This design comes from an exercise in tuning for small area on the open sky130 flow, not from production work. Only simulation tests tie the RTL to the original design; equivalence was not proved. Power figures rest on the tool's default switching activity, not on a simulated workload.

==> design/flow/design.v <==
`timescale 1ns/1ps
package noc_pkg;
	localparam int FLIT_WIDTH = 4;
	localparam int PACKET_WIDTH = 32;
	localparam int PACKET_FLITS = PACKET_WIDTH / FLIT_WIDTH;
	localparam int NUM_PORTS = 5;
	localparam int PORT_LOCAL = 0;
	localparam int PORT_NORTH = 1;
	localparam int PORT_SOUTH = 2;
	localparam int PORT_EAST = 3;
	localparam int PORT_WEST = 4;
	localparam logic PS_HEAD = 1'b0;
	localparam logic PS_BODY = 1'b1;
endpackage
`timescale 1ns/1ps
module flit_fifo (
	input logic clk_local,
	input logic reset,
	input logic wr,
	input logic [3:0] wr_flit,
	input logic rd,
	output logic [3:0] rd_flit,
	output logic empty,
	output logic full
);
	logic [31:0] m;
	logic [3:0] lvl;
	logic do_wr;
	assign empty = lvl[3];
	assign full = (lvl == 4'd7);
	assign do_wr = wr && !full;  
	always_comb
	begin
		case (lvl[2:0])
			3'd0: rd_flit = m[3:0];
			3'd1: rd_flit = m[7:4];
			3'd2: rd_flit = m[11:8];
			3'd3: rd_flit = m[15:12];
			3'd4: rd_flit = m[19:16];
			3'd5: rd_flit = m[23:20];
			3'd6: rd_flit = m[27:24];
			default: rd_flit = m[31:28];
		endcase
	end
	always_ff @(posedge clk_local)
	begin
		if (do_wr)
			m <= {m[27:0], wr_flit};
	end
	always_ff @(posedge clk_local)
	begin
		if (reset)
			lvl <= 4'hf;
		else if (do_wr && !rd)
			lvl <= lvl + 4'd1;
		else if (rd && !do_wr)
			lvl <= lvl - 4'd1;
	end
endmodule
`timescale 1ns/1ps
module packet_serializer (
	input logic clk_local,
	input logic reset,
	input logic wr,
	input logic [31:0] packet,
	input logic rd,
	output logic [3:0] flit,
	output logic last,
	output logic loaded
);
	logic [31:0] pkt;
	logic [2:0] idx;
	always_comb
	begin
		case (idx)
			3'd0: flit = pkt[31:28];
			3'd1: flit = pkt[27:24];
			3'd2: flit = pkt[23:20];
			3'd3: flit = pkt[19:16];
			3'd4: flit = pkt[15:12];
			3'd5: flit = pkt[11:8];
			3'd6: flit = pkt[7:4];
			default: flit = pkt[3:0];
		endcase
	end
	assign last = (idx == 3'd7);
	always_ff @(posedge clk_local)
	begin
		if (!loaded)
			pkt <= packet;
	end
	always_ff @(posedge clk_local)
	begin
		if (!loaded)
			idx <= 3'd0;
		else if (rd)
			idx <= idx + 3'd1;
	end
	always_ff @(posedge clk_local)
	begin
		if (reset)
			loaded <= 1'b0;
		else if (!loaded)
			loaded <= wr;
		else if (rd && last)
			loaded <= 1'b0;
	end
endmodule
`timescale 1ns/1ps
module input_port #(
	parameter logic [1:0] X_COORD = 2'd1,
	parameter logic [1:0] Y_COORD = 2'd1,
	parameter bit HAS_CNT = 1'b1
) (
	input logic clk_local,
	input logic reset,
	input logic empty,
	input logic [3:0] flit_in,
	input logic grant,
	input logic ext_last,
	output logic send,
	output logic [4:0] request
);
	logic [2:0] st;
	logic [2:0] cnt;
	logic [2:0] route;
	logic last;
	logic [1:0] dst_x;
	logic [1:0] dst_y;
	assign dst_x = flit_in[3:2];
	assign dst_y = flit_in[1:0];
	always_comb
	begin
		if (dst_x > X_COORD)
			route = 3'(noc_pkg::PORT_EAST + 1);
		else if (dst_x < X_COORD)
			route = 3'(noc_pkg::PORT_WEST + 1);
		else if (dst_y > Y_COORD)
			route = 3'(noc_pkg::PORT_NORTH + 1);
		else if (dst_y < Y_COORD)
			route = 3'(noc_pkg::PORT_SOUTH + 1);
		else
			route = 3'(noc_pkg::PORT_LOCAL + 1);
	end
	always_comb
	begin
		for (int k = 0; k < noc_pkg::NUM_PORTS; k++)
			request[k] = (st == 3'(k + 1));
	end
	assign send = (st != 3'd0) && grant && !empty;
	assign last = HAS_CNT ? (cnt == 3'd7) : ext_last;
	always_ff @(posedge clk_local)
	begin
		if (reset)
			st <= 3'd0;
		else if (st == 3'd0)
		begin
			if (!empty)
				st <= route;
		end
		else if (send && last)
			st <= 3'd0;  
	end
	always_ff @(posedge clk_local)
	begin
		if (st == 3'd0)
			cnt <= 3'd0;
		else if (send)
			cnt <= cnt + 3'd1;
	end
endmodule
`timescale 1ns/1ps
module rr_arbiter (
	input logic clk_local,
	input logic reset,
	input logic [4:0] request,
	input logic dest_full,
	output logic [4:0] pick,
	output logic [4:0] grant
);
	logic lock;
	logic [4:0] q;
	logic [4:0] b;
	logic any;
	assign any = |request;
	assign b = lock ? q : {q[3:0], q[4]};
	always_comb
	begin
		for (int j = 0; j < 5; j++)
		begin
			pick[j] = request[j] && (b[j] ||
				(!request[(j+4)%5] && (b[(j+4)%5] ||
				(!request[(j+3)%5] && (b[(j+3)%5] ||
				(!request[(j+2)%5] && (b[(j+2)%5] ||
				(!request[(j+1)%5] && b[(j+1)%5]))))))));
		end
	end
	assign grant = dest_full ? 5'd0 : pick;
	always_ff @(posedge clk_local)
	begin
		if (reset)
		begin
			lock <= 1'b0;
			q <= 5'b10000;
		end
		else if (!dest_full)  
		begin
			lock <= any;
			if (any)
				q <= pick;
		end
	end
endmodule
`timescale 1ns/1ps
module crossbar (
	input logic clk_local,
	input logic reset,
	input logic [19:0] in_flit,    
	input logic [4:0] in_send,
	input logic [24:0] sel,        
	input logic [4:0] sel_valid,
	output logic [24:0] out        
);
	logic [3:0] flit [5];
	logic [4:0] send;
	always_comb
	begin
		for (int o = 0; o < noc_pkg::NUM_PORTS; o++)
		begin
			flit[o] = '0;
			send[o] = 1'b0;
			for (int j = 0; j < noc_pkg::NUM_PORTS; j++)
			begin
				flit[o] = flit[o] | ({4{sel[5*o+j]}} & in_flit[4*j +: 4]);
				send[o] = send[o] | (sel[5*o+j] & in_send[j]);
			end
		end
	end
	always_ff @(posedge clk_local)
	begin
		for (int o = 0; o < noc_pkg::NUM_PORTS; o++)
		begin
			if (reset)
				out[5*o+4] <= 1'b0;
			else
				out[5*o+4] <= sel_valid[o] && send[o];
			out[5*o +: 4] <= flit[o];  
		end
	end
endmodule
`timescale 1ns/1ps
module router #(
	parameter logic [1:0] X_COORD = 2'd1,
	parameter logic [1:0] Y_COORD = 2'd1,
	parameter int FIFO_DEPTH = 8
) (
	input logic clk_local,
	input logic reset,
	input logic [31:0] local_in,
	input logic write_en_local,
	input logic [4:0] north_in,    
	input logic [4:0] south_in,
	input logic [4:0] east_in,
	input logic [4:0] west_in,
	input logic local_neuron_full,
	input logic north_neighbor_full,
	input logic south_neighbor_full,
	input logic east_neighbor_full,
	input logic west_neighbor_full,
	output logic local_full,
	output logic north_full,
	output logic south_full,
	output logic east_full,
	output logic west_full,
	output logic [4:0] local_out,  
	output logic [4:0] north_out,
	output logic [4:0] south_out,
	output logic [4:0] east_out,
	output logic [4:0] west_out
);
	logic [4:0] src_empty;
	logic [19:0] src_flit;         
	logic [4:0] port_send;
	logic [4:0] port_grant;
	logic [24:0] port_req;         
	logic [24:0] arb_req;          
	logic [24:0] arb_grant;        
	logic [24:0] arb_sel;
	logic [4:0] arb_valid;
	logic [4:0] dest_full;
	logic [19:0] nb_in;            
	logic [4:1] nb_full;
	logic [24:0] out_link;
	logic local_loaded;
	logic local_last;
	assign nb_in = {west_in, east_in, south_in, north_in};
	assign {west_full, east_full, south_full, north_full} = nb_full;
	assign dest_full = {west_neighbor_full, east_neighbor_full, south_neighbor_full,
		north_neighbor_full, local_neuron_full};
	assign {west_out, east_out, south_out, north_out, local_out} = out_link;
	packet_serializer local_ser_i (
		.clk_local(clk_local),
		.reset(reset),
		.wr(write_en_local),
		.packet(local_in),
		.rd(port_send[noc_pkg::PORT_LOCAL]),
		.flit(src_flit[3:0]),
		.last(local_last),
		.loaded(local_loaded)
	);
	assign local_full = local_loaded;
	assign src_empty[noc_pkg::PORT_LOCAL] = !local_loaded;
	for (genvar j = 1; j < noc_pkg::NUM_PORTS; j++)
	begin : g_fifo
		flit_fifo fifo_i (
			.clk_local(clk_local),
			.reset(reset),
			.wr(nb_in[5*j-1]),
			.wr_flit(nb_in[5*j-5 +: 4]),
			.rd(port_send[j]),
			.rd_flit(src_flit[4*j +: 4]),
			.empty(src_empty[j]),
			.full(nb_full[j])
		);
	end
	for (genvar j = 0; j < noc_pkg::NUM_PORTS; j++)
	begin : g_port
		input_port #(.X_COORD(X_COORD), .Y_COORD(Y_COORD), .HAS_CNT(j != 0)) port_i (
			.clk_local(clk_local),
			.reset(reset),
			.empty(src_empty[j]),
			.flit_in(src_flit[4*j +: 4]),
			.grant(port_grant[j]),
			.ext_last(local_last),
			.send(port_send[j]),
			.request(port_req[5*j +: 5])
		);
	end
	always_comb
	begin
		for (int j = 0; j < noc_pkg::NUM_PORTS; j++)
		begin
			port_grant[j] = 1'b0;
			for (int k = 0; k < noc_pkg::NUM_PORTS; k++)
			begin
				arb_req[5*k+j] = port_req[5*j+k];
				port_grant[j] = port_grant[j] | arb_grant[5*k+j];
			end
		end
	end
	for (genvar k = 0; k < noc_pkg::NUM_PORTS; k++)
	begin : g_arb
		rr_arbiter arb_i (
			.clk_local(clk_local),
			.reset(reset),
			.request(arb_req[5*k +: 5]),
			.dest_full(dest_full[k]),
			.pick(arb_sel[5*k +: 5]),
			.grant(arb_grant[5*k +: 5])
		);
		assign arb_valid[k] = !dest_full[k];
	end
	crossbar xbar_i (
		.clk_local(clk_local),
		.reset(reset),
		.in_flit(src_flit),
		.in_send(port_send),
		.sel(arb_sel),
		.sel_valid(arb_valid),
		.out(out_link)
	);
endmodule
==> design/flow/run.sh <==
#!/bin/bash
# synth_recipe.tcl (not shown) runs the flow's synth.tcl, then flattens the netlist and writes it again
# the make line also repeats each setting of config.mk as NAME=value (left out here)
make -C /OpenROAD-flow-scripts/flow DESIGN_CONFIG=/design/flow/config.mk WORK_HOME=/design/flow/orfs CLKGATE_MAP_FILE= SYNTH_SCRIPT=/design/flow/synth_recipe.tcl finish
==> design/flow/config.mk <==
export PLATFORM = sky130hd
export DESIGN_NAME = router
export DESIGN_NICKNAME = router
export VERILOG_FILES = /design/flow/design.v
export SDC_FILE = /design/flow/constraint.sdc
export NUM_CORES = 4
export LEC_CHECK = 0
export ABC_AREA = 1
export CAP_MARGIN = 20
export CORE_MARGIN = 2
export CORE_UTILIZATION = 70
export SLEW_MARGIN = 20
==> design/flow/constraint.sdc <==
create_clock -name core_clock -period 9.0 [get_ports {clk_local}]
set_input_delay 1.8000 -clock core_clock [delete_from_list [all_inputs] [get_ports {clk_local}]]
set_output_delay 1.8000 -clock core_clock [all_outputs]
set_load 0.01 [all_outputs]
==> results of run 1 <==
[per-layer routing]
metal	track usage (%)	vias to the layer above
met3	6.29	140
met2	61.5	741
met4	15.9	2
met5	0	-
met1	47.6	5074
li1	-	5021
[Yosys cell counts (all sizes together)]
cell type  count  share of area (%)
and3           2               0.10
fa             4               0.64
o221ai        13               0.92
nor3b          1              0.060
xor2           1              0.070
a22o           9               0.63
nor3          20               0.89
o2111a         1              0.091
o2111ai        2               0.14
nand3        126                5.1
a211oi         8               0.52
o21ai         73                2.9
clkinv         2              0.060
edfxtp       160                 39
o2bb2ai        1              0.070
nand2        358                 11
o22ai         19               0.96
nand3b         2               0.12
nor2          91                2.9
nor4           3               0.15
o21bai         4               0.24
a21boi         1              0.060
or2            2               0.10
a21oi         95                3.9
clkbuf        11               0.33
inv          234                7.1
nand4         10               0.62
a21o           1              0.060
and2           1              0.050
ha            26                2.6
buf            5               0.22
o211ai        13               0.79
dfxtp        102                 16
o211a          1              0.081
a221oi        14               0.99
a31oi          5               0.25
xnor2          1              0.070
[layout make-up]
class	count	area (um2)	share of cell area, %
Sequential cell	262	6850	47.5
Multi-Input combinational cell	908	4630	32.1
Timing Repair Buffer	96	951	6.59
Inverter	236	888	6.16
Clock buffer	35	734	5.09
Tap cell	225	282	1.95
Clock inverter	12	95.1	0.659
[worst min path at each step]
stage                                   to  depth (start not counted)
CTS                 g_fifo[2].fifo_i.m[15]                          0
global route        g_fifo[1].fifo_i.m[17]                          0
global placement    g_fifo[1].fifo_i.m[16]                          0
finish              g_fifo[3].fifo_i.m[14]                          0
floorplan           g_fifo[1].fifo_i.m[16]                          0
detailed placement  g_fifo[1].fifo_i.m[12]                          0
[critical path: stages]
cell,delay [ns]
clkdlybuf4s50_1,0.56
inv_1,0.14
nand3_1,0.17
nand2_1,0.08
nor2_1,0.09
nand3_1,0.13
nand2_2,0.16
ha_1,0.22
inv_1,0.11
ha_1,0.36
nand2_1,0.10
nor2_1,0.05
a211oi_1,0.33
nand2_1,0.11
nand2_1,0.09
nor2_1,0.05
a21oi_1,0.10
o21ai_0,0.10
[power by group through the flow]
stage | combinational (mW) | sequential [mW] | clock (mW)
final | 1.30 | 1.64 | 1.06
after global routing | 1.40 | 1.66 | 1.10
after CTS | 1.25 | 1.64 | 1.06
after detailed placement | 1.22 | 1.65 | 0
after global placement | 1.17 | 1.64 | 0
after floorplan | 0.836 | 1.61 | 0
[state kept, by name (all words and copies together) (netlist names)]
signal,cells
local_ser_i.pkt,32
local_ser_i.idx,3
g_fifo.fifo_i.m,128
g_arb.arb_i.lock,5
g_port.port_i.cnt,12
xbar_i.out,25
g_arb.arb_i.q,25
g_port.port_i.st,15
g_fifo.fifo_i.lvl,16
local_ser_i.loaded,1
[logic make-up after synthesis]
| kind of cell | after synthesis |
|---|---|
| and+or+nand+nor | 616 |
| DFF | 262 |
| AOI/OAI and AO/OA | 260 |
| buffers and inverters | 252 |
| adders and majority gates | 30 |
| xor gates and xnor gates | 2 |
[stage by stage]
stage | util, % | std cells | setup slack, ns
CTS | 83.3 | 1773 | 4.74
detailed placement | 78.5 | 1726 | 4.28
global placement | 78.5 | 1726 | 4.50
global route | 83.4 | 1774 | 4.52
finish | 83.4 | 1774 | 4.66
floorplan | - | 1422 | 4.17
[cells in the final DEF, fill, tap and decap left out, types with 3 or more instances in the layout]
cell type,instances
clkinv_1,7
a21oi_1,94
o221ai_1,13
a211oi_1,7
nand4_1,9
nor3_1,18
ha_1,26
nor2_1,82
a31oi_1,5
o21bai_1,4
dfxtp_1,102
inv_1,218
o21ai_1,6
o211ai_1,13
nor4_1,3
o22ai_1,19
a22o_1,9
a221oi_1,14
clkdlybuf4s50_1,89
buf_4,6
clkbuf_8,5
clkinv_2,3
edfxtp_1,160
clkbuf_1,4
inv_2,15
nand2_1,349
o21ai_0,67
fa_1,4
nor2_2,8
nand2_2,8
clkbuf_16,26
nand3_1,125
==> reports/metrics.cfg, run 1 <==
[sta]
whs_ns = 0.447
post-route-period-util_pct = 48.2
max_freq_mhz = 231
hold_violations = 0
setup_viol = 0
worst_pin_slew_ns = 1.31
slew_violations = 0
rsz0062_at_grt = false
skew_ns = 0.0208
slew_headroom_pct = 11.5
setup_tns_ns = 0
fin_crit_ns = 4.34

[critical_path]
crit_end = g_fifo[4].fifo_i.lvl[3]
reg2reg_depth = 22
cp_max_fo = 5
crit_type = input pin to register
cp.arrival_ns = 4.76
reg2reg_from = g_port[0].port_i.st[2]
endpoint_kind = register
reg2reg_slack_ns = 5.24
cp-start-kind = input pin
cp-startpoint = east_neighbor_full
timing.rr.end = g_fifo[4].fifo_i.lvl[3]
worstPathRequired_ns = 9.42

[clock_network]
clkLatencyLatePin_ns = 0.55
cts_sinks = 262
clock_path_buffers = 3
h-tree-depth = 1
path_clk_slew_ns = 0.06
post_cts_buffers = 0
hold_buffers = 0
cts_tree = done
cts_made_buffers = 26
cts_resized = 0
cts-root-buf = clkbuf_16

[placement]
place_area_mm2 = 0.0136
place.gp.congestion = 1.04
hpwl_mm = 23.7
port_buffers = 89

[final_layout]
fillers = 1038
antenna_cells = 0
drive_gt1_share_pct = 5.49
nets = 1620
fin_area_mm2 = 0.0144
syn2layout_area_growth_pct = 16.1

[detailed_routing]
post_drt_wl_per_cell_um = 19.4
first_pass_iters = 8
ant_nets = 0
drt-initial-drc-count = 1272
wirelength_mm = 34.4
wl_met2_mm = 16.4
drc = 0
wl_met3_mm = 3.55
highest-signal-layer = met5
vias_per_cell = 6.19
met1_length_mm = 12.9
vias = 11000

[status]
status = complete, no violations

[logic_synthesis]
synth_seq_area_share_pct = 55.1
ys_types = 50
synthMuxAreaShare_pct = 0
yosys.area_share.simple_pct = 21.1
synthCells = 1422
synth_xor_area_share_pct = 0.141
ys_ff_latch = 262
synth_compound_area_share_pct = 12.7
synth_top_family_by_area = simple AND/OR/NAND/NOR gates
synth_adder_area_share_pct = 3.26
syn_avg_cell_area_um2 = 8.74
synth_area_mm2 = 0.0124
syn_nets = 1512
yosysWarningCount = 8

[power_and_ir_drop]
clkPwrFrac_pct = 26.5
vdd_drop_max_mv = 0.255
power_switching_mw = 1.52
combPwrFrac_pct = 32.5
p_int_mw = 2.48
power_density_mw_per_mm2 = 277
netSwitchingFraction_pct = 38.0
power.leakage_nw = 6.35
seq_power_share_pct = 41.1
total_power_mw = 4.00

[min_path]
hold_start = g_fifo[3].fifo_i.m[10]
hold_class = register to register

[floorplanning]
die_w_um = 137
core_area_mm2 = 0.0173
die_area_mm2 = 0.0188
die_y_um = 137
num_rows = 48
io_pins = 90
initial_utilization_pct = 71.8

[global_routing]
grt-ovfl-total = 0
grt_pass1_vias = 10600
grt_pass1_wl_mm = 53.7
antenna_found_initial = 1
grt_usage_pct = 36.8
grt_max_degree = 41

[flow_run]
maxCapViolCount = 0

==> run 2, diff against run 1 <==
--- a/design/flow/config.mk
+++ b/design/flow/config.mk
@@ -9,4 +9,4 @@
 export CAP_MARGIN = 20
 export CORE_MARGIN = 2
-export CORE_UTILIZATION = 70
+export CORE_UTILIZATION = 40
 export SLEW_MARGIN = 20
==> reports/metrics.cfg, run 2 <==
[logic_synthesis]
synth_area_mm2 = 0.0124  ; unchanged
synth_most_common_cell = nand2_1  ; unchanged
ys_types = 50  ; unchanged
synthCells = 1422  ; unchanged
synth_edf_count = 160  ; unchanged
syn_nets = 1512  ; unchanged
synth_top_area_share_pct = 38.7  ; unchanged
yosys.area.top_type = edfxtp_1  ; unchanged
synth_seq_area_share_pct = 55.1  ; unchanged
ys_ff_latch = 262  ; unchanged
syn_avg_cell_area_um2 = 8.74  ; unchanged
yosysWarningCount = 8  ; unchanged
synthArstFlopShare_pct = 0  ; unchanged
ys.flop_type = edfxtp_1  ; unchanged
synth_area_leaders = edfxtp_1 (39%), dfxtp_1 (16%), nand2_1 (11%)  ; unchanged
synth_common_cells = nand2_1 (349), inv_1 (219), edfxtp_1 (160)  ; unchanged

[sta]
hold_violations = 0  ; unchanged
skew_ns = 0.0170  ; was 0.0208 ns
setup_viol = 0  ; unchanged
slew_violations = 0  ; unchanged
max_freq_mhz = 237  ; was 231 MHz
setup_tns_ns = 0  ; unchanged
slew_headroom_pct = 21.5  ; was 11.5%
fin_crit_ns = 4.22  ; was 4.34 ns
worst_pin_slew_ns = 1.17  ; was 1.31 ns
whs_ns = 0.446  ; was 0.447 ns
post-route-period-util_pct = 46.9  ; was 48.2%
rsz0062_at_grt = false  ; unchanged

[final_layout]
top_register = g_fifo.fifo_i.m  ; unchanged
fin_util_pct = 48.5  ; was 83.4%
reg_top3 = g_fifo.fifo_i.m (128), local_ser_i.pkt (32)  ; unchanged
fin_area_mm2 = 0.0148  ; was 0.0144 mm2
fillers = 2911  ; was 1038
drive_gt1_share_pct = 5.91  ; was 5.49%
antenna_cells = 0  ; unchanged
largest_reg_flops = 128  ; unchanged
nets = 1625  ; was 1620
syn2layout_area_growth_pct = 19.4  ; was 16.1%
layout_commonest_cell = nand2_1  ; unchanged
final_cell_mix = nand2_1 (349), inv_1 (219), edfxtp_1 (160)  ; was nand2_1 (349), inv_1 (218), edfxtp_1 (160)

[clock_network]
clkLatencyLatePin_ns = 0.56  ; was 0.55 ns
cts_resized = 0  ; unchanged
cts_tree = done  ; unchanged
cts_made_buffers = 29  ; was 26
h-tree-depth = 1  ; unchanged
cts-root-buf = clkbuf_16  ; unchanged
post_cts_buffers = 0  ; unchanged
clock_path_buffers = 3  ; unchanged
hold_buffers = 0  ; unchanged
cts_sinks = 262  ; unchanged
path_clk_slew_ns = 0.06  ; about the same

[global_routing]
antenna_found_initial = 0  ; was 1
grt-ovfl-total = 0  ; unchanged
grt_pass1_vias = 9496  ; was 10600
grt_usage_pct = 19.1  ; was 36.8%
grt_max_degree = 41  ; unchanged
grt_pass1_wl_mm = 50.4  ; was 53.7 mm

[power_and_ir_drop]
netSwitchingFraction_pct = 36.0  ; was 38.0%
clkPwrFrac_pct = 29.9  ; was 26.5%
power.leakage_nw = 6.45  ; was 6.35 nW
p_int_mw = 2.63  ; was 2.48 mW
power_switching_mw = 1.48  ; was 1.52 mW
vdd_drop_max_mv = 0.173  ; was 0.255 mV
power_density_mw_per_mm2 = 277  ; about the same
seq_power_share_pct = 39.5  ; was 41.1%
combPwrFrac_pct = 30.6  ; was 32.5%

[placement]
place_area_mm2 = 0.0138  ; was 0.0136 mm2
hpwl_mm = 23.4  ; was 23.7 mm
place.gp.congestion = 0.946  ; was 1.04
port_buffers = 89  ; unchanged

[floorplanning]
num_rows = 64  ; was 48
initial_utilization_pct = 40.6  ; was 71.8%
io_pins = 90  ; unchanged
core_area_mm2 = 0.0306  ; was 0.0173 mm2
die_area_mm2 = 0.0325  ; was 0.0188 mm2
die_y_um = 180  ; was 137 um
die_w_um = 180  ; was 137 um

[detailed_routing]
vias = 10100  ; was 11000
wirelength_mm = 31.7  ; was 34.4 mm
ant_nets = 0  ; unchanged
first_pass_iters = 5  ; was 8
drt-initial-drc-count = 912  ; was 1272
post_drt_wl_per_cell_um = 16.2  ; was 19.4 um
drc = 0  ; unchanged
vias_per_cell = 5.19  ; was 6.19

[critical_path]
cp-start-kind = register  ; was input pin
cp.arrival_ns = 2.42  ; was 4.76 ns
endpoint_kind = primary output  ; was register
crit_type = register to primary output  ; was input pin to register
cp_max_fo = 9  ; was 5
worstPathRequired_ns = 7.20  ; was 9.42 ns

[status]
status = complete, no violations  ; unchanged

[flow_run]
maxCapViolCount = 0  ; unchanged

[min_path]
hold_class = register to register  ; unchanged

==> run 2: cells by family (layout without fill, tap and decap cells) <==
kind of cell,count (synthesis),count (layout),synth area share (%)
AOI/OAI and AO/OA,260,260,12.7
xor gates and xnor gates,2,2,0.141
adders and majority gates,30,30,3.26
buffers and inverters,252,388,7.70
DFF,262,262,55.1
and+or+nand+nor,616,616,21.1
==> run 2: metal layers <==
layer | track usage (%) | up-vias | wire length, um
met5 | 0 | - | 0
met4 | 6.26 | 0 | 1010
met3 | 3.58 | 75 | 2090
met2 | 29.8 | 355 | 14000
met1 | 26.9 | 4658 | 14600
li1 | - | 5046 | -
==> run 2: final cells by class <==
cell class,instances,area (um2),share of cell area (%)
Inverter,236,888,5.99
Clock inverter,11,174,1.17
Sequential cell,262,6850,46.1
Tap cell,396,495,3.34
Clock buffer,43,828,5.58
Multi-Input combinational cell,908,4630,31.2
Timing Repair Buffer,98,971,6.54
==> run 2: power groups by stage <==
| stage | registers (mW) | logic, mW | clock network [mW] |
|---|---|---|---|
| 6_report | 1.62 | 1.26 | 1.23 |
| 5_1_grt | 1.65 | 1.39 | 1.31 |
| 4_1_cts | 1.63 | 1.24 | 1.26 |
| 3_5_place_dp | 1.65 | 1.23 | 0 |
| 3_3_place_gp | 1.64 | 1.22 | 0 |
| 2_1_floorplan | 1.61 | 0.836 | 0 |
==> run 2: critical path: stages, from the launching register on <==
cell and delay, ns:
dfxtp_1 0.50, inv_1 0.20, nor4_1 0.52, clkdlybuf4s50_1 0.64
==> run 2: worst paths after layout <==
path | depth (start not counted) | end | startpoint | slack, ns
min | 0 | g_fifo[4].fifo_i.m[15] | g_fifo[4].fifo_i.m[11] | 0.45
min reg2reg | 0 | g_fifo[4].fifo_i.m[15] | g_fifo[4].fifo_i.m[11] | 0.45
max | 3 | west_full | g_fifo[4].fifo_i.lvl[0] | 4.78
max reg2reg | 21 | g_fifo[1].fifo_i.lvl[3] | g_port[4].port_i.st[0] | 5.49
==> run 2: metrics by stage <==
| stage | cells | setup WS (ns) | total power, mW |
|---|---|---|---|
| floorplan | 1422 | 4.17 | 2.44 |
| global placement | 1898 | 4.41 | 2.86 |
| detailed placement | 1899 | 4.34 | 2.88 |
| CTS | 1953 | 4.73 | 4.12 |
| global route | 1954 | 4.61 | 4.36 |
| finish | 1954 | 4.78 | 4.11 |
==> run 3, diff against run 2 <==
--- a/design/flow/config.mk
+++ b/design/flow/config.mk
@@ -10,3 +10,4 @@
 export CORE_MARGIN = 2
 export CORE_UTILIZATION = 40
+export CTS_BUF_LIST = sky130_fd_sc_hd__clkbuf_4
 export SLEW_MARGIN = 20
==> reports/metrics.cfg, run 3 <==
[status]
status = complete, no violations  ; unchanged

[global_routing]
grt_usage_pct = 19.7  ; was 19.1%
grt_pass1_wl_mm = 51.4  ; was 50.4 mm
grt_max_degree = 41  ; unchanged
grt_pass1_vias = 9985  ; was 9496
antenna_found_initial = 1  ; was 0
grt-ovfl-total = 0  ; unchanged

[placement]
dp.cells = 1899  ; unchanged
port_buffers = 89  ; unchanged
dp_slack_ns = 4.34  ; unchanged
place.gp.congestion = 0.946  ; unchanged
hpwl_mm = 23.4  ; unchanged

[logic_synthesis]
ys.flop_type = edfxtp_1  ; unchanged
synth_seq_area_share_pct = 55.1  ; unchanged
synth_edf_count = 160  ; unchanged
syn_avg_cell_area_um2 = 8.74  ; unchanged
synth_area_mm2 = 0.0124  ; unchanged
synth_common_cells = nand2_1 (349), inv_1 (219), edfxtp_1 (160)  ; unchanged
synthCells = 1422  ; unchanged
ys_ff_latch = 262  ; unchanged
synth_area_leaders = edfxtp_1 (39%), dfxtp_1 (16%), nand2_1 (11%)  ; unchanged
yosys.area.top_type = edfxtp_1  ; unchanged
syn_nets = 1512  ; unchanged
synth_most_common_cell = nand2_1  ; unchanged
synthArstFlopShare_pct = 0  ; unchanged
ys_types = 50  ; unchanged
yosysWarningCount = 8  ; unchanged
synth_top_area_share_pct = 38.7  ; unchanged

[sta]
post-route-period-util_pct = 48.1  ; was 46.9%
worst_pin_slew_ns = 1.25  ; was 1.17 ns
slew_headroom_pct = 15.6  ; was 21.5%
hold_violations = 0  ; unchanged
worst_slack_ns = 4.67  ; was 4.78 ns
slew_violations = 0  ; unchanged
setup_tns_ns = 0  ; unchanged
setup_viol = 0  ; unchanged
skew_ns = 0.0416  ; was 0.0170 ns
fin_crit_ns = 4.33  ; was 4.22 ns
rsz0062_at_grt = false  ; unchanged
max_freq_mhz = 231  ; was 237 MHz

[final_layout]
instances_no_fill = 2032  ; was 1954
syn2layout_area_growth_pct = 19.1  ; was 19.4%
largest_reg_flops = 128  ; unchanged
fin_util_pct = 48.4  ; was 48.5%
layout_commonest_cell = nand2_1  ; unchanged
nets = 1667  ; was 1625
top_register = g_fifo.fifo_i.m  ; unchanged
reg_top3 = g_fifo.fifo_i.m (128), local_ser_i.pkt (32)  ; unchanged
fillers = 2972  ; was 2911
multi_input_area_mm2 = 0.00463  ; unchanged
drive_gt1_share_pct = 10.5  ; was 5.91%
final_cell_mix = nand2_1 (349), inv_1 (219), edfxtp_1 (160)  ; unchanged
seq_area_mm2 = 0.00685  ; unchanged

[floorplanning]
die_w_um = 180  ; unchanged
num_rows = 64  ; unchanged
die_y_um = 180  ; unchanged
initial_utilization_pct = 40.6  ; unchanged
die_area_mm2 = 0.0325  ; unchanged
io_pins = 90  ; unchanged
core_area_mm2 = 0.0306  ; unchanged

[min_path]
whs_endpoint = g_fifo[3].fifo_i.m[14]  ; was g_fifo[4].fifo_i.m[15]
min_path_cells = 0  ; unchanged
hold_start = g_fifo[3].fifo_i.m[10]  ; was g_fifo[4].fifo_i.m[11]
hold_class = register to register  ; unchanged

[detailed_routing]
drt-initial-drc-count = 995  ; was 912
vias_per_cell = 5.13  ; was 5.19
ant_nets = 0  ; unchanged
first_pass_iters = 6  ; was 5
post_drt_wl_per_cell_um = 15.9  ; was 16.2 um
vias = 10400  ; was 10100
wirelength_mm = 32.3  ; was 31.7 mm
drc = 0  ; unchanged

[critical_path]
crit_type = register to primary output  ; unchanged
reg2reg_from = g_port[0].port_i.st[2]  ; was g_port[4].port_i.st[0]
reg2reg_depth = 22  ; was 21
cp_max_fo = 9  ; unchanged
endpoint_kind = primary output  ; unchanged
cp.arrival_ns = 2.53  ; was 2.42 ns
worstPathRequired_ns = 7.20  ; about the same
timing.rr.end = g_fifo[4].fifo_i.lvl[3]  ; was g_fifo[1].fifo_i.lvl[3]
reg2reg_slack_ns = 5.49  ; about the same
cp-start-kind = register  ; unchanged

[power_and_ir_drop]
power.leakage_nw = 6.54  ; was 6.45 nW
power_switching_mw = 1.50  ; was 1.48 mW
combPwrFrac_pct = 31.6  ; was 30.6%
total_power_mw = 3.99  ; was 4.11 mW
netSwitchingFraction_pct = 37.6  ; was 36.0%
vdd_drop_max_mv = 0.117  ; was 0.173 mV
power_density_mw_per_mm2 = 270  ; was 277 mW/mm2
seq_power_share_pct = 40.7  ; was 39.5%
clkPwrFrac_pct = 27.7  ; was 29.9%
p_int_mw = 2.49  ; was 2.63 mW

[clock_network]
path_clk_slew_ns = 0.06  ; about the same
h-tree-depth = 3  ; was 1
clock_path_buffers = 3  ; unchanged
cts_tree = done  ; unchanged
cts_made_buffers = 71  ; was 29
post_cts_buffers = 0  ; unchanged
clkLatencyLatePin_ns = 0.70  ; was 0.56 ns
hold_buffers = 0  ; unchanged
cts_resized = 0  ; unchanged
cts_sinks = 262  ; unchanged
cts-root-buf = clkbuf_4  ; was clkbuf_16

[flow_run]
maxCapViolCount = 0  ; unchanged

-- run 3: changes by cell type in the layout (fill, tap and decap cells not counted), moves of 2 or more --
cell	change
clkinv_1	+7
clkbuf_1	-9
inv_2	+2
clkbuf_4	+116
clkbuf_8	-5
clkinv_2	-2
clkbuf_16	-29
bufinv_16	-3
-- run 3: power groups by stage --
stage                     combinational, mW  clock [mW]  sequential [mW]
after global placement                 1.22           0             1.64
after global routing                   1.40        1.21             1.65
final                                  1.26        1.11             1.62
after CTS                              1.24        1.15             1.63
after detailed placement               1.23           0             1.65
after floorplan                       0.836           0             1.61
-- run 3: critical path, cell delays in order, from the launching register on --
cell and delay (ns):
dfxtp_1 0.50, inv_1 0.20, nor4_1 0.51, clkdlybuf4s50_1 0.63
-- run 3: final cells by class --
| class | count | area share, % |
|---|---|---|
| Multi-Input combinational cell | 908 | 31.3 |
| Timing Repair Buffer | 98 | 6.56 |
| Clock buffer | 116 | 5.88 |
| Clock inverter | 15 | 0.626 |
| Inverter | 236 | 6.00 |
| Antenna cell | 1 | 0.0169 |
| Sequential cell | 262 | 46.3 |
| Tap cell | 396 | 3.35 |
-- run 3: routing by layer --
metal | vias to the layer above | share of wire, % | GRT usage (%)
li1 | 5181 | - | -
met1 | 4737 | 44 | 26.5
met2 | 406 | 44 | 30.1
met3 | 94 | 8.1 | 5.07
met4 | 0 | 3.5 | 8.61
met5 | - | 0 | 0
-- run 3: per-stage QoR --
stage | instance area [um2] | hold slack (ns)
3_3_place_gp | 13800 | 0.429
5_1_grt | 14800 | 0.434
3_5_place_dp | 13800 | 0.432
2_1_floorplan | 12400 | 0.418
4_1_cts | 14800 | 0.415
6_report | 14800 | 0.414
-- run 3: worst max-delay path by stage --
stage                             from                       to  cells past startpoint
3_5_place_dp       south_neighbor_full  g_fifo[1].fifo_i.lvl[3]                     18
4_1_cts        g_fifo[4].fifo_i.lvl[0]                west_full                      3
6_report       g_fifo[4].fifo_i.lvl[0]                west_full                      3
3_3_place_gp       south_neighbor_full  g_fifo[1].fifo_i.lvl[3]                     18
2_1_floorplan              north_in[4]  g_fifo[1].fifo_i.lvl[3]                     13
5_1_grt        g_fifo[4].fifo_i.lvl[0]                west_full                      3
-- run 3: logic make-up (layout without fill, tap and decap cells) --
logic type | Yosys count | after routing | share of synthesized area, %
AND/OR/NAND/NOR | 616 | 616 | 21.1
flip-flops | 262 | 262 | 55.1
AO/OA/AOI/OAI | 260 | 260 | 12.7
buffers and inverters | 252 | 465 | 7.70
adder cells (fa/ha/maj) | 30 | 30 | 3.26
XOR/XNOR | 2 | 2 | 0.141
other | 0 | 1 | 0
==> run 4, diff against run 3 <==
--- a/design/flow/design.v
+++ b/design/flow/design.v
@@ -180,9 +180,15 @@
 );
 	logic lock;
-	logic [4:0] q;
+	logic [2:0] q;
+	logic [4:0] qo;
 	logic [4:0] b;
 	logic any;
 	assign any = |request;
-	assign b = lock ? q : {q[3:0], q[4]};
+	always_comb
+	begin
+		for (int j = 0; j < 5; j++)
+			qo[j] = (q == 3'(j));
+	end
+	assign b = lock ? qo : {qo[3:0], qo[4]};
 	always_comb
 	begin
@@ -202,5 +208,5 @@
 		begin
 			lock <= 1'b0;
-			q <= 5'b10000;
+			q <= 3'd4;
 		end
 		else if (!dest_full)  
@@ -208,5 +214,5 @@
 			lock <= any;
 			if (any)
-				q <= pick;
+				q <= {pick[4], pick[3] | pick[2], pick[3] | pick[1]};
 		end
 	end
==> design/flow/flow/run.sh (new file) <==
#!/bin/bash
# Own layout flow: the standard flow, with three changes.
#  - synthesis: the same script (synth_recipe.tcl), but Yosys's abc call uses
#    flow/abc_min.script (area-oriented mapping, no upsizing or buffering).
#  - port buffers: buf_1 instead of the flow's default choice.
#  - clock tree: settings from flow/cts_args.txt.
set -euo pipefail
W=$PWD
cat > "$W/own_synth.tcl" <<TCL
proc abc {args} {
  set i [lsearch -exact \$args -script]
  if {\$i >= 0} { set args [lreplace \$args \$i [expr {\$i + 1}] -script $W/flow/abc_min.script] }
  yosys abc {*}\$args
}
source $W/synth_recipe.tcl
TCL
CTS="$(cat "$W/flow/cts_args.txt")"
bash "$W/standard.sh" "SYNTH_SCRIPT=$W/own_synth.tcl" \
	"BUFFER_PORTS_ARGS=-buffer_cell sky130_fd_sc_hd__buf_1" \
	"CTS_ARGS=$CTS" finish > "$W/own_flow.log" 2>&1
==> design/flow/flow/abc_min.script (new file) <==
strash
&get -n
&st
&dch
&nf -R 1000
&put
topo
==> design/flow/flow/cts_args.txt (new file) <==
-sink_clustering_enable -repair_clock_nets -dont_use_dummy_load -buf_list sky130_fd_sc_hd__clkbuf_4 -sink_clustering_size 10 -sink_clustering_max_diameter 40
==> design/flow/standard.sh (new file) <==
#!/bin/bash
# synth_recipe.tcl (not shown) runs the flow's synth.tcl, then flattens the netlist and writes it again
# the make line also repeats each setting of config.mk as NAME=value (left out here)
make -C /OpenROAD-flow-scripts/flow DESIGN_CONFIG=/design/flow/config.mk WORK_HOME=/design/flow/orfs CLKGATE_MAP_FILE= SYNTH_SCRIPT=/design/flow/synth_recipe.tcl "${@:-finish}"
--- a/design/flow/config.mk
+++ b/design/flow/config.mk
@@ -9,5 +9,4 @@
 export CAP_MARGIN = 20
 export CORE_MARGIN = 2
-export CORE_UTILIZATION = 40
-export CTS_BUF_LIST = sky130_fd_sc_hd__clkbuf_4
+export CORE_UTILIZATION = 50
 export SLEW_MARGIN = 20
removed: design/flow/run.sh
==> reports/metrics.cfg, run 4 <==
[critical_path]
worstPathRequired_ns = 9.50  ; was 7.20 ns
crit_chain = clkinv_1 > or3_1 > a21oi_1 > a21oi_1 > a21boi_0 > o21ai_0 > a21oi_1 > or2_0 > nor2_1 > nor4_1 > nor2_1 > clkinv_1 > ha_1 > clkinv_1 > ha_1 > a21o_1 > a21oi_1 > o21ai_0 > a21oi_1 > o21ai_0  ; was inv_1 > nor4_1 > clkdlybuf4s50_1
timing.rr.end = g_fifo[1].fifo_i.lvl[3]  ; was g_fifo[4].fifo_i.lvl[3]
cp.depth = 20  ; was 3
crit_end = g_fifo[1].fifo_i.lvl[3]  ; was west_full
critPathSlowestCell = nor2_1  ; was clkdlybuf4s50_1
crit_family = simple AND/OR/NAND/NOR gates  ; was buffers and inverters
cp_num_buf_inv = 3  ; was 2
path_common_cell = a21oi_1
reg2reg_from = g_arb[2].arb_i.q[2]  ; was g_port[0].port_i.st[2]
crit_type = register to register  ; was register to primary output
reg2reg_slack_ns = 4.29  ; was 5.49 ns
cp-startpoint = g_arb[2].arb_i.q[2]  ; was g_fifo[4].fifo_i.lvl[0]
cp_max_fo = 7  ; was 9
reg2reg_depth = 20  ; was 22
cp.arrival_ns = 5.21  ; was 2.53 ns
cp-start-kind = register  ; unchanged
endpoint_kind = register  ; was primary output
cp_slowest_stage_delay_ns = 0.45  ; was 0.63 ns

[logic_synthesis]
synth_seq_area_share_pct = 58.8  ; was 55.1%
ys.flop_type = edfxtp_1  ; unchanged
yosysWarningCount = 8  ; unchanged
synth_most_common_cell = edfxtp_1  ; was nand2_1
synth_area_leaders = edfxtp_1 (43%), dfxtp_1 (16%), a21oi_1 (4.5%)  ; was edfxtp_1 (39%), dfxtp_1 (16%), nand2_1 (11%)
yosys.area.top_type = edfxtp_1  ; unchanged
syn_avg_cell_area_um2 = 10.9  ; was 8.74 um2
synth_edf_count = 160  ; unchanged
ys_types = 46  ; was 50
synth_top_area_share_pct = 42.5  ; was 38.7%
ys_ff_latch = 252  ; was 262
synthArstFlopShare_pct = 0  ; unchanged
synth_common_cells = edfxtp_1 (160), nor2_1 (114), a21oi_1 (101)  ; was nand2_1 (349), inv_1 (219), edfxtp_1 (160)
synthCells = 1036  ; was 1422
syn_nets = 1126  ; was 1512
synth_area_mm2 = 0.0113  ; was 0.0124 mm2

[clock_network]
cts_resized = 0  ; unchanged
path_clk_slew_ns = 0.10  ; was 0.06 ns
post_cts_buffers = 0  ; unchanged
clkLatencyLatePin_ns = 0.65  ; was 0.70 ns
cts-root-buf = clkbuf_4  ; unchanged
hold_buffers = 0  ; unchanged
cts_tree = done  ; unchanged
clock_path_buffers = 3  ; unchanged
h-tree-depth = 2  ; was 3
cts_sinks = 252  ; was 262
cts_made_buffers = 39  ; was 71

[sta]
setup_viol = 0  ; unchanged
hold_violations = 0  ; unchanged
skew_ns = 0.0638  ; was 0.0416 ns
slew_violations = 0  ; unchanged
post-route-period-util_pct = 52.3  ; was 48.1%
worst_pin_slew_ns = 1.27  ; was 1.25 ns
max_freq_mhz = 212  ; was 231 MHz
slew_headroom_pct = 14.5  ; was 15.6%
rsz0062_at_grt = false  ; unchanged
setup_tns_ns = 0  ; unchanged
fin_crit_ns = 4.71  ; was 4.33 ns

[global_routing]
grt_pass1_vias = 8279  ; was 9985
grt_pass1_wl_mm = 44.3  ; was 51.4 mm
grt_usage_pct = 23.5  ; was 19.7%
grt-ovfl-total = 0  ; unchanged
antenna_found_initial = 1  ; unchanged
grt_max_degree = 58  ; was 41

[detailed_routing]
drc = 0  ; unchanged
first_pass_iters = 5  ; was 6
drt-initial-drc-count = 849  ; was 995
post_drt_wl_per_cell_um = 19.1  ; was 15.9 um
ant_nets = 0  ; unchanged
vias_per_cell = 6.01  ; was 5.13
wirelength_mm = 28.0  ; was 32.3 mm
vias = 8782  ; was 10400

[final_layout]
syn2layout_area_growth_pct = 9.69  ; was 19.1%
fin_util_pct = 55.2  ; was 48.4%
drive_gt1_share_pct = 4.76  ; was 10.5%
layout_commonest_cell = edfxtp_1  ; was nand2_1
reg_top3 = g_fifo.fifo_i.m (128), local_ser_i.pkt (32), xbar_i.out (25)  ; was g_fifo.fifo_i.m (128), local_ser_i.pkt (32)
nets = 1268  ; was 1667
final_cell_mix = edfxtp_1 (160), nor2_1 (114), a21oi_1 (101)  ; was nand2_1 (349), inv_1 (219), edfxtp_1 (160)
top_register = g_fifo.fifo_i.m  ; unchanged
largest_reg_flops = 128  ; unchanged
fillers = 1991  ; was 2972

[min_path]
hold_class = register to register  ; unchanged

[status]
status = complete, no violations  ; unchanged

[floorplanning]
num_rows = 55  ; was 64
core_area_mm2 = 0.0224  ; was 0.0306 mm2
die_w_um = 154  ; was 180 um
die_y_um = 154  ; was 180 um
io_pins = 90  ; unchanged
die_area_mm2 = 0.0238  ; was 0.0325 mm2
initial_utilization_pct = 50.4  ; was 40.6%

[power_and_ir_drop]
power.leakage_nw = 4.26  ; was 6.54 nW
vdd_drop_max_mv = 0.117  ; about the same
power_density_mw_per_mm2 = 262  ; was 270 mW/mm2

[placement]
port_buffers = 89  ; unchanged
hpwl_mm = 20.1  ; was 23.4 mm
place.gp.congestion = 0.964  ; was 0.946

[flow_run]
maxCapViolCount = 0  ; unchanged

run 4: logic make-up after synthesis:
family                   count (synthesis)  share of synthesized area, %
multiplexers                             3                         0.277
buffers and inverters                   36                          1.20
XOR/XNOR                                 4                         0.310
flip-flops                             252                          58.8
AO/OA/AOI/OAI                          349                          20.1
adder cells (fa/ha/maj)                 30                          3.59
AND/OR/NAND/NOR                        362                          15.7
run 4: worst min path at each step:
stage	start	to	slack, ns	depth (start not counted)
after floorplan	g_fifo[1].fifo_i.m[9]	g_fifo[1].fifo_i.m[13]	0.43	0
after global placement	g_fifo[4].fifo_i.m[21]	g_fifo[4].fifo_i.m[25]	0.43	0
after detailed placement	g_fifo[3].fifo_i.m[0]	g_fifo[3].fifo_i.m[4]	0.43	0
after CTS	g_fifo[3].fifo_i.m[15]	g_fifo[3].fifo_i.m[19]	0.42	0
after global routing	g_fifo[1].fifo_i.m[12]	g_fifo[1].fifo_i.m[16]	0.44	0
final	g_fifo[3].fifo_i.m[15]	g_fifo[3].fifo_i.m[19]	0.42	0
run 4: stage by stage:
stage          hold slack (ns)  power [mW]  instances  setup slack, ns  area [um2]
2_1_floorplan            0.425        2.32       1036             4.12       11300
3_5_place_dp             0.431        2.69       1422             4.19       12100
6_report                 0.425        3.24       1462             4.29       12400
3_3_place_gp             0.428        2.68       1421             4.28       12100
4_1_cts                  0.423        3.26       1461             4.41       12400
5_1_grt                  0.440        3.46       1462             3.92       12400
run 4: area by class of cell:
type | instances | area (um2) | share of cell area, %
repair buffers | 101 | 433 | 3.49
flip-flops and latches | 252 | 6650 | 53.6
diodes | 1 | 2.50 | 0.0202
clock buffers | 39 | 293 | 2.36
inverters | 36 | 135 | 1.09
multi-input cells | 748 | 4530 | 36.5
well taps | 285 | 357 | 2.88
run 4: layer usage:
layer	up-vias	wire length, um	GRT usage (%)
met5	-	0	0
met4	0	725	8.07
met3	56	2050	4.34
met2	319	12400	35.7
met1	4102	12800	34.2
li1	4305	-	-
run 4: report_power, final:
group	total, mW	leakage, nW	switching, mW	internal [mW]
Sequential	1.62	2.32	0.182	1.44
Clock	0.556	0.179	0.356	0.199
Combinational	1.07	1.76	0.695	0.375
Total	3.24	4.26	1.23	2.01
==> run 5, diff against run 4 <==
--- a/design/flow/flow/run.sh
+++ b/design/flow/flow/run.sh
@@ -1,5 +1,6 @@
 #!/bin/bash
 # Own layout flow: the standard flow, with three changes.
-#  - synthesis: the same script (synth_recipe.tcl), but Yosys's abc call uses
+#  - synthesis: the same script (synth_recipe.tcl), without the adder
+#    extraction step (ADDER_MAP_FILE empty), and Yosys's abc call uses
 #    flow/abc_min.script (area-oriented mapping, no upsizing or buffering).
 #  - port buffers: buf_1 instead of the flow's default choice.
@@ -18,3 +19,3 @@
 bash "$W/standard.sh" "SYNTH_SCRIPT=$W/own_synth.tcl" \
 	"BUFFER_PORTS_ARGS=-buffer_cell sky130_fd_sc_hd__buf_1" \
-	"CTS_ARGS=$CTS" finish > "$W/own_flow.log" 2>&1
+	"CTS_ARGS=$CTS" ADDER_MAP_FILE= finish > "$W/own_flow.log" 2>&1
==> design/flow/flow/abc_min.script (replaced) <==
strash
&get -n
&st
&dc2
&dch -f
&nf -R 2000
&put
topo
==> reports/metrics.cfg, run 5 <==
[logic_synthesis]
synthCells = 972  ; was 1036
synth_edf_count = 160  ; unchanged
syn_nets = 1032  ; was 1126
ys_ff_latch = 252  ; unchanged
synth_seq_area_share_pct = 61.0  ; was 58.8%
ys_types = 50  ; was 46
synth_area_mm2 = 0.0109  ; was 0.0113 mm2
synth_most_common_cell = edfxtp_1  ; unchanged
yosysWarningCount = 8  ; unchanged
synth_area_leaders = edfxtp_1 (44%), dfxtp_1 (17%), a21oi_1 (3.9%)  ; was edfxtp_1 (43%), dfxtp_1 (16%), a21oi_1 (4.5%)
syn_avg_cell_area_um2 = 11.2  ; was 10.9 um2
synthArstFlopShare_pct = 0  ; unchanged
ys.flop_type = edfxtp_1  ; unchanged
synth_top_area_share_pct = 44.1  ; was 42.5%
synth_common_cells = edfxtp_1 (160), nor2_1 (103), dfxtp_1 (92)  ; was edfxtp_1 (160), nor2_1 (114), a21oi_1 (101)
yosys.area.top_type = edfxtp_1  ; unchanged

[sta]
setup_tns_ns = 0  ; unchanged
skew_ns = 0.0682  ; was 0.0638 ns
slew_headroom_pct = 20.6  ; was 14.5%
worst_slack_ns = 4.80  ; was 4.29 ns
post-route-period-util_pct = 46.7  ; was 52.3%
hold_violations = 0  ; unchanged
max_freq_mhz = 238  ; was 212 MHz
slew_violations = 0  ; unchanged
setup_viol = 0  ; unchanged
rsz0062_at_grt = false  ; unchanged
whs_ns = 0.413  ; was 0.425 ns
fin_crit_ns = 4.20  ; was 4.71 ns
worst_pin_slew_ns = 1.19  ; was 1.27 ns

[critical_path]
endpoint_kind = register  ; unchanged
cp_slowest_stage_delay_ns = 0.97  ; was 0.45 ns
crit_chain = nor3b_1 > mux2i_1 > o21ai_0 > a21oi_1 > nor2_1 > o21ai_0 > a21oi_1 > a222oi_1 > a21oi_1 > and3_1 > a21oi_1 > nor2_1 > nor2_1 > a211oi_1  ; was clkinv_1 > or3_1 > a21oi_1 > a21oi_1 > a21boi_0 > o21ai_0 > a21oi_1 > or2_0 > nor2_1 > nor4_1 > nor2_1 > clkinv_1 > ha_1 > clkinv_1 > ha_1 > a21o_1 > a21oi_1 > o21ai_0 > a21oi_1 > o21ai_0
cp-start-kind = register  ; unchanged
critPathSlowestCell = a21oi_1  ; was nor2_1
crit_type = register to register  ; unchanged
crit_family = compound AO/OA/AOI/OAI gates  ; was simple AND/OR/NAND/NOR gates
path_common_cell = a21oi_1  ; unchanged
cp_max_fo = 13  ; was 7
cp_num_buf_inv = 0  ; was 3
cp.arrival_ns = 4.71  ; was 5.21 ns
worstPathRequired_ns = 9.51  ; was 9.50 ns

[clock_network]
h-tree-depth = 2  ; unchanged
post_cts_buffers = 0  ; unchanged
cts_sinks = 252  ; unchanged
cts_resized = 0  ; unchanged
cts_tree = done  ; unchanged
cts_made_buffers = 38  ; was 39
path_clk_slew_ns = 0.11  ; was 0.10 ns
clkLatencyLatePin_ns = 0.65  ; about the same
hold_buffers = 0  ; unchanged
clock_path_buffers = 3  ; unchanged
cts-root-buf = clkbuf_4  ; unchanged

[final_layout]
layout_commonest_cell = edfxtp_1  ; unchanged
fin_util_pct = 55.1  ; was 55.2%
top_register = g_fifo.fifo_i.m  ; unchanged
largest_reg_flops = 128  ; unchanged
seq_area_mm2 = 0.00665  ; unchanged
drive_gt1_share_pct = 4.34  ; was 4.76%
nets = 1167  ; was 1268
multi_input_area_mm2 = 0.00413  ; was 0.00453 mm2
syn2layout_area_growth_pct = 9.35  ; was 9.69%
final_cell_mix = edfxtp_1 (160), nor2_1 (103), dfxtp_1 (92)  ; was edfxtp_1 (160), nor2_1 (114), a21oi_1 (101)
instances_no_fill = 1386  ; was 1462
reg_top3 = g_fifo.fifo_i.m (128), local_ser_i.pkt (32), xbar_i.out (25)  ; unchanged
fillers = 1922  ; was 1991
fin_area_mm2 = 0.0119  ; was 0.0124 mm2

[floorplanning]
die_y_um = 152  ; was 154 um
die_w_um = 152  ; was 154 um
core_area_mm2 = 0.0216  ; was 0.0224 mm2
initial_utilization_pct = 50.4  ; about the same
die_area_mm2 = 0.0230  ; was 0.0238 mm2
num_rows = 54  ; was 55
io_pins = 90  ; unchanged

[global_routing]
grt_usage_pct = 23.2  ; was 23.5%
antenna_found_initial = 1  ; unchanged
grt_max_degree = 58  ; unchanged
grt-ovfl-total = 0  ; unchanged
grt_pass1_wl_mm = 41.6  ; was 44.3 mm
grt_pass1_vias = 7818  ; was 8279

[power_and_ir_drop]
total_power_mw = 2.83  ; was 3.24 mW
vdd_drop_max_mv = 0.114  ; was 0.117 mV
power_density_mw_per_mm2 = 238  ; was 262 mW/mm2
power.leakage_nw = 4.01  ; was 4.26 nW

[placement]
place.gp.congestion = 0.959  ; was 0.964
port_buffers = 89  ; unchanged
hpwl_mm = 18.6  ; was 20.1 mm
dp_slack_ns = 4.74  ; was 4.19 ns
dp.cells = 1347  ; was 1422
place_area_mm2 = 0.0116  ; was 0.0121 mm2

[flow_run]
maxCapViolCount = 0  ; unchanged

[min_path]
hold_class = register to register  ; unchanged

[detailed_routing]
drc = 0  ; unchanged
wirelength_mm = 26.8  ; was 28.0 mm
ant_nets = 0  ; unchanged
drt-initial-drc-count = 949  ; was 849
vias = 8618  ; was 8782
first_pass_iters = 8  ; was 5
post_drt_wl_per_cell_um = 19.3  ; was 19.1 um
vias_per_cell = 6.22  ; was 6.01

[status]
status = complete, no violations  ; unchanged

run 5: cell types whose count changed in the layout (fill, tap and decap cells not counted), sizes merged, moves of 8 or more:
cell and delta:
a21o -8, ha -26, nor2 -11, o21ai -32
nor3 +15, a21oi -16, nor2b -11, a22oi -12
o221ai +13, a222oi +22
run 5: logic make-up after synthesis:
kind of cell           Yosys count  share of synthesized area, %
AND/OR/NAND/NOR                358                          16.5
AO/OA/AOI/OAI                  313                          20.0
flip-flops                     252                          61.0
buffers and inverters           32                          1.10
XOR/XNOR                        13                          1.05
multiplexers                     4                         0.379
run 5: where the power goes:
part	switching (mW)	internal [mW]	total, mW
clock	0.353	0.195	0.548
sequential	0.130	1.40	1.53
combinational	0.505	0.252	0.757
total	0.989	1.84	2.83
run 5: worst paths after layout:
kind | from | endpoint | slack, ns | depth (start not counted)
min reg2reg | g_fifo[2].fifo_i.m[22] | g_fifo[2].fifo_i.m[26] | 0.41 | 0
min | g_fifo[2].fifo_i.m[22] | g_fifo[2].fifo_i.m[26] | 0.41 | 0
max reg2reg | g_arb[1].arb_i.q[1] | g_port[1].port_i.st[0] | 4.80 | 14
max | g_arb[1].arb_i.q[1] | g_port[1].port_i.st[0] | 4.80 | 14
run 5: metal layers:
layer  GRT usage (%)  vias to the layer above  part of all wire [%]
li1                -                     4144                     -
met1            33.7                     4055                    45
met2            33.9                      336                    43
met3            5.15                       83                   7.9
met4            8.98                        0                   3.5
met5               0                        -                     0
run 5: cell type report:
| class | instances | area share, % |
|---|---|---|
| diodes | 1 | 0.0210 |
| clock buffers | 38 | 2.39 |
| inverters | 32 | 1.01 |
| multi-input cells | 688 | 34.6 |
| flip-flops and latches | 252 | 55.8 |
| well taps | 280 | 2.94 |
| repair buffers | 95 | 3.19 |
==> run 6, diff against run 5 <==
--- a/design/flow/design.v
+++ b/design/flow/design.v
@@ -148,5 +148,5 @@
 			request[k] = (st == 3'(k + 1));
 	end
-	assign send = (st != 3'd0) && grant && !empty;
+	assign send = grant && (HAS_CNT ? !empty : 1'b1);
 	assign last = HAS_CNT ? (cnt == 3'd7) : ext_last;
 	always_ff @(posedge clk_local)
@@ -164,5 +164,5 @@
 	always_ff @(posedge clk_local)
 	begin
-		if (st == 3'd0)
+		if (reset)
 			cnt <= 3'd0;
 		else if (send)
@@ -223,5 +223,5 @@
 	input logic reset,
 	input logic [19:0] in_flit,    
-	input logic [4:0] in_send,
+	input logic [4:0] in_ready,    
 	input logic [24:0] sel,        
 	input logic [4:0] sel_valid,
@@ -239,5 +239,5 @@
 			begin
 				flit[o] = flit[o] | ({4{sel[5*o+j]}} & in_flit[4*j +: 4]);
-				send[o] = send[o] | (sel[5*o+j] & in_send[j]);
+				send[o] = send[o] | (sel[5*o+j] & in_ready[j]);
 			end
 		end
@@ -371,5 +371,5 @@
 		.reset(reset),
 		.in_flit(src_flit),
-		.in_send(port_send),
+		.in_ready({~src_empty[4:1], 1'b1}),
 		.sel(arb_sel),
 		.sel_valid(arb_valid),
==> reports/metrics.cfg, run 6 <==
[status]
status = complete, no violations  ; unchanged

[critical_path]
cp_max_fo = 8  ; was 13
crit_type = register to register  ; unchanged
endpoint_kind = register  ; unchanged
timing.rr.end = g_port[1].port_i.st[1]  ; was g_port[1].port_i.st[0]
reg2reg_slack_ns = 5.18  ; was 4.80 ns
reg2reg_from = g_port[2].port_i.st[0]  ; was g_arb[1].arb_i.q[1]
cp.arrival_ns = 4.37  ; was 4.71 ns
cp-start-kind = register  ; unchanged
reg2reg_depth = 14  ; unchanged
worstPathRequired_ns = 9.55  ; was 9.51 ns

[logic_synthesis]
synth_common_cells = edfxtp_1 (160), nor2_1 (98), dfxtp_1 (92)  ; was edfxtp_1 (160), nor2_1 (103), dfxtp_1 (92)
synthArstFlopShare_pct = 0  ; unchanged
ys.flop_type = edfxtp_1  ; unchanged
ys_ff_latch = 252  ; unchanged
synth_top_area_share_pct = 44.2  ; was 44.1%
synth_edf_count = 160  ; unchanged
synth_most_common_cell = edfxtp_1  ; unchanged
synth_seq_area_share_pct = 61.2  ; was 61.0%
yosysWarningCount = 8  ; unchanged
syn_nets = 1026  ; was 1032
synthCells = 966  ; was 972
ys_types = 47  ; was 50
yosys.area.top_type = edfxtp_1  ; unchanged
syn_avg_cell_area_um2 = 11.2  ; about the same
synth_area_mm2 = 0.0109  ; about the same
synth_area_leaders = edfxtp_1 (44%), dfxtp_1 (17%), a21oi_1 (4.0%)  ; was edfxtp_1 (44%), dfxtp_1 (17%), a21oi_1 (3.9%)

[floorplanning]
initial_utilization_pct = 51.4  ; was 50.4%
io_pins = 90  ; unchanged
die_area_mm2 = 0.0229  ; was 0.0230 mm2
core_area_mm2 = 0.0212  ; was 0.0216 mm2
die_w_um = 151  ; was 152 um
num_rows = 53  ; was 54
die_y_um = 151  ; was 152 um

[detailed_routing]
vias = 8487  ; was 8618
vias_per_cell = 6.18  ; was 6.22
drt-initial-drc-count = 884  ; was 949
ant_nets = 0  ; unchanged
wirelength_mm = 26.6  ; was 26.8 mm
post_drt_wl_per_cell_um = 19.4  ; was 19.3 um
first_pass_iters = 12  ; was 8
drc = 0  ; unchanged

[min_path]
hold_class = register to register  ; unchanged
hold_start = g_fifo[4].fifo_i.m[0]  ; was g_fifo[2].fifo_i.m[22]
min_path_cells = 0  ; unchanged
whs_endpoint = g_fifo[4].fifo_i.m[4]  ; was g_fifo[2].fifo_i.m[26]

[clock_network]
cts_resized = 0  ; unchanged
clkLatencyLatePin_ns = 0.64  ; was 0.65 ns
hold_buffers = 0  ; unchanged
cts_tree = done  ; unchanged
h-tree-depth = 2  ; unchanged
post_cts_buffers = 0  ; unchanged
path_clk_slew_ns = 0.10  ; was 0.11 ns
cts_made_buffers = 39  ; was 38
cts_sinks = 252  ; unchanged
clock_path_buffers = 3  ; unchanged
cts-root-buf = clkbuf_4  ; unchanged

[final_layout]
largest_reg_flops = 128  ; unchanged
syn2layout_area_growth_pct = 9.36  ; was 9.35%
layout_commonest_cell = edfxtp_1  ; unchanged
top_register = g_fifo.fifo_i.m  ; unchanged
fillers = 1895  ; was 1922
drive_gt1_share_pct = 4.28  ; was 4.34%
final_cell_mix = edfxtp_1 (160), nor2_1 (98), dfxtp_1 (92)  ; was edfxtp_1 (160), nor2_1 (103), dfxtp_1 (92)
fin_util_pct = 56.2  ; was 55.1%
nets = 1159  ; was 1167
reg_top3 = g_fifo.fifo_i.m (128), local_ser_i.pkt (32), xbar_i.out (25)  ; unchanged
instances_no_fill = 1373  ; was 1386
fin_area_mm2 = 0.0119  ; about the same

[power_and_ir_drop]
total_power_mw = 3.00  ; was 2.83 mW
power.leakage_nw = 4.00  ; was 4.01 nW
power_density_mw_per_mm2 = 252  ; was 238 mW/mm2
vdd_drop_max_mv = 0.134  ; was 0.114 mV

[flow_run]
maxCapViolCount = 0  ; unchanged

[placement]
place.gp.congestion = 0.898  ; was 0.959
dp.cells = 1332  ; was 1347
dp_slack_ns = 4.91  ; was 4.74 ns
port_buffers = 89  ; unchanged
hpwl_mm = 18.8  ; was 18.6 mm
place_area_mm2 = 0.0116  ; about the same

[sta]
whs_ns = 0.416  ; was 0.413 ns
slew_violations = 0  ; unchanged
post-route-period-util_pct = 42.4  ; was 46.7%
slew_headroom_pct = 34.6  ; was 20.6%
fin_crit_ns = 3.82  ; was 4.20 ns
setup_tns_ns = 0  ; unchanged
hold_violations = 0  ; unchanged
rsz0062_at_grt = false  ; unchanged
setup_viol = 0  ; unchanged
worst_pin_slew_ns = 0.971  ; was 1.19 ns
max_freq_mhz = 262  ; was 238 MHz
skew_ns = 0.0706  ; was 0.0682 ns
worst_slack_ns = 5.18  ; was 4.80 ns

[global_routing]
grt_usage_pct = 23.1  ; was 23.2%
grt_pass1_wl_mm = 41.1  ; was 41.6 mm
grt_pass1_vias = 7580  ; was 7818
grt_max_degree = 54  ; was 58
grt-ovfl-total = 0  ; unchanged
antenna_found_initial = 1  ; unchanged

-- run 6: layout make-up --
cell class | instances | area (um2) | share of cell area (%)
flip-flops and latches | 252 | 6650 | 55.9
multi-input cells | 688 | 4120 | 34.7
repair buffers | 92 | 378 | 3.18
well taps | 275 | 344 | 2.90
clock buffers | 39 | 293 | 2.46
inverters | 26 | 97.6 | 0.821
diodes | 1 | 2.50 | 0.0211
-- run 6: where the power goes --
group          switching, mW  internal (mW)  leakage, nW
combinational          0.564          0.298         1.50
sequential             0.159           1.42         2.32
clock                  0.357          0.200        0.179
total                   1.08           1.92         4.00
-- run 6: logic make-up (layout without fill, tap and decap cells) --
kind of cell,count (synthesis),after routing,share of synthesized area [%]
other cells,0,1,0
mux,2,2,0.184
xor+xnor,16,16,1.29
buf+inv,26,157,0.898
flops,252,252,61.2
compound gates,308,308,19.7
simple gates,362,362,16.7
-- run 6: layer usage --
| layer | track usage [%] | part of all wire (%) |
|---|---|---|
| met1 | 34.3 | 46 |
| met5 | 0 | 0 |
| met4 | 6.92 | 2.6 |
| met3 | 4.34 | 7.8 |
| met2 | 34.4 | 43 |
-- run 6: worst max path at each step --
stage                      startpoint                 endpoint  slack (ns)
2_1_floorplan      east_neighbor_full   g_port[2].port_i.st[1]        5.60
3_3_place_gp        local_neuron_full  g_fifo[4].fifo_i.lvl[2]        4.92
3_5_place_dp        local_neuron_full  g_fifo[4].fifo_i.lvl[2]        4.91
4_1_cts        g_port[2].port_i.st[0]   g_port[1].port_i.st[1]        5.27
5_1_grt        g_port[2].port_i.st[0]   g_port[1].port_i.st[1]        4.89
6_report       g_port[2].port_i.st[0]   g_port[1].port_i.st[1]        5.18
-- run 6: critical path, stage by stage, from the launching register on --
cell      delay (ns)
dfxtp_1         0.47
nor3b_1         0.68
nor2_1          0.18
a21oi_1         0.19
nor2_1          0.05
nor2_1          0.10
o21ai_0         0.07
and2_0          0.34
a222oi_1        0.43
a31oi_1         0.27
and3_1          0.28
and2_0          0.17
nor2_1          0.22
o21ai_0         0.15
a21oi_1         0.15

## re-timing with driven ports
The flow's constraints put no driver on any port. The routed layouts listed below were extracted and timed again, unchanged, in two steps. Step 1 assumes that a clkbuf_16 drives the clock port and a buf_2 every other input. Step 2 times the ports against the registers' clock, not the clock port: input delays grow and output delays shrink by t, the midpoint of the rising clock arrivals with the driver on. Slacks: ideal / step 1 / step 2; pairs: ideal / step 1.
run | t, ns | setup WS [ns] | hold WS [ns] | clock arrival spread, ns | pins driven straight from the clock port
run 1 | 0.583 | 4.662 / 4.633 / 4.096 | 0.447 / 0.447 / 0.447 | 0.021 / 0.021 | 1
run 2 | 0.599 | 4.777 / 4.726 / 4.286 | 0.446 / 0.446 / 0.446 | 0.017 / 0.017 | 1
run 3 | 0.721 | 4.674 / 4.628 / 4.292 | 0.414 / 0.414 / 0.414 | 0.042 / 0.042 | 1
run 4 | 0.656 | 4.290 / 4.290 / 4.190 | 0.425 / 0.425 / 0.425 | 0.066 / 0.066 | 1
run 5 | 0.655 | 4.797 / 4.797 / 4.602 | 0.413 / 0.413 / 0.413 | 0.072 / 0.072 | 1
run 6 | 0.653 | 5.181 / 5.181 / 4.882 | 0.416 / 0.416 / 0.416 | 0.079 / 0.079 | 1
After both steps setup and hold are still met in every run listed. For run 1, which loses most, drivers alone change the setup slack by -0.029 ns; drivers and shift together by -0.566 ns.
